Context: an optimization exercise on an open-source flow, tuned for small area and a short achievable clock period. The choices shown serve that exercise and are no tape-out recipe. Only simulation tests tie the RTL to the original design; equivalence was not proved. No activity file was given, so power comes from the tool's default toggle rates.

## before
Design dcache_top, start of the top module:
module dcache_top (
	input  logic        clk,
	input  logic        rst,
	input  logic [31:0] cpu_addr,
	input  logic [3:0]  cpu_byte_en,
	input  logic        cpu_read,
	input  logic        cpu_write,
	input  logic [31:0] cpu_wr_data,
	output logic [31:0] cpu_rd_data,
	output logic        cpu_stall,
	output logic [31:0] mem_addr,
	output logic        mem_addr_valid,
	output logic        mem_we,
	output logic [31:0] mem_wr_data,
	output logic        mem_wr_valid,
	output logic        mem_wr_last,
	input  logic        mem_addr_ready,
	input  logic        mem_rd_valid,
	input  logic [31:0] mem_rd_data,
	input  logic        mem_wr_ready,
	input  logic        mem_wr_done
);
	localparam int NW = 2;     
	localparam int NS = 4;     
	localparam int NO = 4;     
	localparam int TW = 26;    
	logic [NW-1:0][NS-1:0][TW-1:0]   tag_q;
	logic [NW-1:0][NS-1:0]           valid_q;
	logic [NW-1:0][NS-1:0]           dirty_q;
	logic [NW-1:0][NS*NO-1:0][31:0]  data_q;     
	logic       busy;       
	logic       s_wb;       
	logic       s_wbd;      
	logic       s_rf;       
	logic       s_rff;      
	logic [1:0] beat;       
	logic       rr;         
	logic       vway;       
	logic       mav;        
	logic [3:0] burst_oh;   
	logic       idle_q;     
	logic [TW-1:0] cpu_tag;
	logic [1:0]    idx;
	logic [1:0]    cpu_off;
	logic          cpu_req;
	assign cpu_tag = cpu_addr[31:6];
	assign idx     = cpu_addr[5:4];
	assign cpu_off = cpu_addr[3:2];
	assign cpu_req = cpu_read | cpu_write;
	logic [NS-1:0] set_dec;
	cache_dec4 u_set_dec   (.a(idx), .y(set_dec));
	logic [NW-1:0][NS-1:0][2:0] eqp;     
	logic [NW-1:0][NS-1:0]      match;   
	logic [NW-1:0]              hit_w;
	logic                       hit;
	logic [NW-1:0][NS-1:0]      sv_h;    
	for (genvar w = 0; w < NW; w++) begin : g_hit
		for (genvar s = 0; s < NS; s++) begin : g_set
			cache_tag_match #(.TW(TW)) u_match (
				.stored   (tag_q[w][s]),
				.addr_tag (cpu_tag),
				.eqp      (eqp[w][s])
			);
			assign match[w][s] = valid_q[w][s] & (&eqp[w][s]);
		end
		assign hit_w[w] = |(set_dec & match[w]);
		cache_setv #(.NS(NS)) u_sv (.idx(idx), .valid(valid_q[w]), .sv(sv_h[w]));
	end
	assign hit = |hit_w;
	logic v0, v1, victim_way, wb_needed;
	assign v0 = |(set_dec & valid_q[0]);
	assign v1 = |(set_dec & valid_q[1]);
	assign victim_way = v0 ? (v1 ? rr : 1'b1) : 1'b0;
  ...
Settings: LEC_CHECK=0, CAP_MARGIN=20, CORE_MARGIN=2, CORE_UTILIZATION=70, PLACE_DENSITY=0.8, SETUP_SLACK_MARGIN=2.2, SLEW_MARGIN=20, SYNTH_HIERARCHICAL=1, SYNTH_MINIMUM_KEEP_SIZE=0, TNS_END_PERCENT=100, BUFFER_PORTS_ARGS=-buffer_cell sky130_fd_sc_hd__buf_2, CTS_ARGS=-sink_clustering_enable -repair_clock_nets -dont_use_dummy_load -sink_clustering_size 15 -sink_clustering_max_diameter 60 -buf_list {sky130_fd_sc_hd__clkbuf_4 sky130_fd_sc_hd__clkbuf_8}; clock period 6.5 ns.
standard.sh (not shown) runs the stock make flow with config.mk's settings and CLKGATE_MAP_FILE= SYNTH_SCRIPT=/design/flow/synth_recipe.tcl, a recipe that flattens the netlist after the stock synthesis.
==> flow/flow/run.sh <==
#!/bin/bash
# The standard layout with two changes to how it is made:
#  - ports get plain buffers (buf_2) instead of the resizer's default pick, a delay cell;
#  - the clock tree uses clkbuf_4/clkbuf_8, clusters of up to 15 sinks within 60 um,
#    and no dummy loads.
# Synthesis, floorplan, power grid, placement, repair and routing are the standard flow's.
# make's full output goes to flow_make.log here; ORFS keeps each step's log under orfs/logs.
set -euo pipefail
cat >> config.mk <<'EOC'
export BUFFER_PORTS_ARGS = -buffer_cell sky130_fd_sc_hd__buf_2
export CTS_ARGS = -sink_clustering_enable -repair_clock_nets -dont_use_dummy_load -sink_clustering_size 15 -sink_clustering_max_diameter 60 -buf_list {sky130_fd_sc_hd__clkbuf_4 sky130_fd_sc_hd__clkbuf_8}
EOC
bash standard.sh > flow_make.log 2>&1
Modified inputs, after compared to before
diff --git a/flow/design.v b/flow/design.v
--- a/flow/design.v
+++ b/flow/design.v
@@ -18,31 +18,54 @@
 	localparam logic BUS_READ  = 1'b0;    
 	localparam logic BUS_WRITE = 1'b1;    
 	typedef enum logic [2:0] {
 		IDLE      = 3'd0,    
 		WB_BURST  = 3'd1,    
 		WB_DONE   = 3'd2,    
 		RF_BURST  = 3'd3,    
 		RF_FINISH = 3'd4     
 	} miss_state_t;
 endpackage
 `timescale 1ns/1ps
+module cache_read_mux #(
+	parameter int N = 16,     
+	parameter int W = 32      
+) (
+	input  logic [N-1:0]   sel,     
+	input  logic [N*W-1:0] d,       
+	output logic [W-1:0]   q
+);
+	always_comb begin
+		q = '0;
+		for (int k = 0; k < N; k++)
+			q = q | ({W{sel[k]}} & d[k*W +: W]);
+	end
+endmodule
 module cache_dec4 (
 	input  logic [1:0] a,
 	output logic [3:0] y
 );
 	assign y[0] = ~a[1] & ~a[0];
 	assign y[1] = ~a[1] &  a[0];
 	assign y[2] =  a[1] & ~a[0];
 	assign y[3] =  a[1] &  a[0];
 endmodule
+module cache_sel16 (
+	input  logic [3:0]  s,
+	input  logic [3:0]  o,
+	output logic [15:0] k
+);
+	for (genvar i = 0; i < 16; i++) begin : g_k
+		assign k[i] = s[i / 4] & o[i % 4];
+	end
+endmodule
 module cache_word_read #(
 	parameter int W = 32
 ) (
 	input  logic [15:0]     sel,    
 	input  logic [16*W-1:0] d,      
 	output logic [W-1:0]    qn      
 );
 	logic [7:0][W-1:0] p;    
 	logic [1:0][W-1:0] h;    
 	for (genvar i = 0; i < 8; i++) begin : g_pair
 		cache_aoi22 #(.W(W)) u_p (
@@ -109,39 +132,22 @@
 	end
 endmodule
 module cache_sel16n (
 	input  logic [3:0]  sn,
 	input  logic [3:0]  on,
 	output logic [15:0] k
 );
 	for (genvar i = 0; i < 16; i++) begin : g_k
 		assign k[i] = ~(sn[i / 4] | on[i % 4]);
 	end
 endmodule
-module cache_tag_read #(
-	parameter int W = 26
-) (
-	input  logic [7:0]     sel,    
-	input  logic [8*W-1:0] d,      
-	output logic [W-1:0]   q
-);
-	logic [3:0][W-1:0] p;    
-	for (genvar i = 0; i < 4; i++) begin : g_pair
-		cache_aoi22 #(.W(W)) u_p (
-			.s0 (sel[2*i]),     .d0 (d[(2*i)*W +: W]),
-			.s1 (sel[2*i+1]),   .d1 (d[(2*i+1)*W +: W]),
-			.y  (p[i])
-		);
-	end
-	cache_nand4 #(.W(W)) u_q (.a(p[0]), .b(p[1]), .c(p[2]), .d(p[3]), .y(q));
-endmodule
 `timescale 1ns/1ps
 module cache_tag_match #(
 	parameter int TW = 26
 ) (
 	input  logic [TW-1:0] stored,
 	input  logic [TW-1:0] addr_tag,
 	output logic [2:0]    eqp        
 );
 	localparam int NG = (TW + 2) / 3;    
 	logic [8:0] ne;       
 	for (genvar g = 0; g < 9; g++) begin : g_grp
@@ -322,35 +328,34 @@
 	end
 	for (genvar b = 0; b < 4; b++) begin : g_rbyte
 		cache_hit_mux #(.NS(NS), .W(8)) u_hmux (
 			.sv1     (sv_h[1]),
 			.eq1     (eqp[1]),
 			.d0n     (rword_n[0][8*b +: 8]),
 			.d1n     (rword_n[1][8*b +: 8]),
 			.q       (cpu_rd_data[8*b +: 8])
 		);
 	end
 	assign mem_wr_data = ~(vway ? rword_n[1] : rword_n[0]);
-	logic [NS-1:0] set_v;
-	logic [TW-1:0] vtag;
-	cache_dec4 u_set_dec_v (.a(idx), .y(set_v));
-	cache_tag_read #(.W(TW)) u_vtag (
-		.sel ({set_v & {NS{vway}}, set_v & {NS{~vway}}}),
+	logic [TW-1:0] wb_tag;     
+	logic [TW-1:0] vtag;       
+	cache_read_mux #(.N(NW * NS), .W(TW)) u_vtag (
+		.sel ({set_dec & {NS{victim_way}}, set_dec & {NS{~victim_way}}}),
 		.d   (tag_q),
 		.q   (vtag)
 	);
 	assign mem_addr_valid = mav;
 	assign mem_we         = s_wb;
 	assign mem_wr_valid   = s_wb;
 	assign mem_wr_last    = s_wb & (beat == 2'd3);
-	assign mem_addr       = s_wb ? {vtag, idx, 4'b0000} : {cpu_tag, idx, 4'b0000};
+	assign mem_addr       = s_wb ? {wb_tag, idx, 4'b0000} : {cpu_tag, idx, 4'b0000};
 	logic          wen;
 	logic [NW-1:0] wway;
 	logic [3:0]    wbe;
 	logic [31:0]   wdata;
 	assign wen   = busy ? (s_rf & mem_rd_valid) : cpu_write;
 	assign wway  = busy ? {vway, ~vway} : hit_w;
 	assign wbe   = busy ? 4'hf : cpu_byte_en;
 	assign wdata = busy ? mem_rd_data : cpu_wr_data;
 	for (genvar w = 0; w < NW; w++) begin : g_dway
 		for (genvar k = 0; k < NS * NO; k++) begin : g_word
 			for (genvar b = 0; b < 4; b++) begin : g_byte
@@ -427,15 +432,17 @@
 			end
 			if (s_rff) begin
 				s_rff <= 1'b0;
 				busy  <= 1'b0;
 				burst_oh <= 4'b0000;
 				idle_q   <= 1'b1;
 				rr    <= ~rr;
 			end
 		end
 	end
 	always_ff @(posedge clk) begin
-		if (~busy)
-			vway <= victim_way;
+		if (~busy) begin
+			vway   <= victim_way;
+			wb_tag <= vtag;
+		end
 	end
 endmodule
Findings:
Setup slack (after over before): increase, 0.19 ns
after vs before: leakage power up slightly
[compare] base=before new=after: synthesized cell count +23; hold slack ~0 delta; non-clock buffer count -28; count of state elements after synthesis +2.1%.
Going from before to after, stage delay of the slowest cell on the critical path shrinks by 0.07 ns.
cpu_addr[3] as the critical path startpoint was reported by after, and cpu_addr[4] by before.
The area share of fa/ha/maj cells after synthesis on before is in line with that on after.
Via count of the first global-routing pass in after is 501 higher than in before
Diff before -> after: area after synthesis shows an increase of about 0.5%, total internal power saw an increase, total power up 2.0%, global-route wire length before repair went up 3.5 mm.

==> afterwards: timing with drivers on the ports <==
The flow's constraints put no driver on any port. The routed layouts listed below were extracted and timed again, unchanged, in two steps.
Step 1 (the two cells are an assumption about what drives the block):
set clk [get_ports {clk}]
set_driving_cell -lib_cell sky130_fd_sc_hd__clkbuf_16 $clk
set_driving_cell -lib_cell sky130_fd_sc_hd__buf_2 [delete_from_list [all_inputs] $clk]
Step 2 times the ports against the registers' clock, not the clock port: input delays grow and output delays shrink by t, the midpoint of the rising clock arrivals with the driver on.
Three values: ideal, step 1, step 2; two values: the first two.
run	shift t [ns]	setup slack, ns	worst hold slack (ns)	worst setup path at the end	pins driven straight from the clock port
before	0.781	1.802 / 1.644 / 1.644	0.491 / 0.491 / 0.491	input to output	1
after	0.786	1.996 / 1.852 / 1.574	0.488 / 0.488 / 0.488	input to register	1
After both steps setup and hold are still met in every run listed. The setup slack of after, which loses most, moves by -0.144 ns with the drivers and by -0.422 ns with both steps.
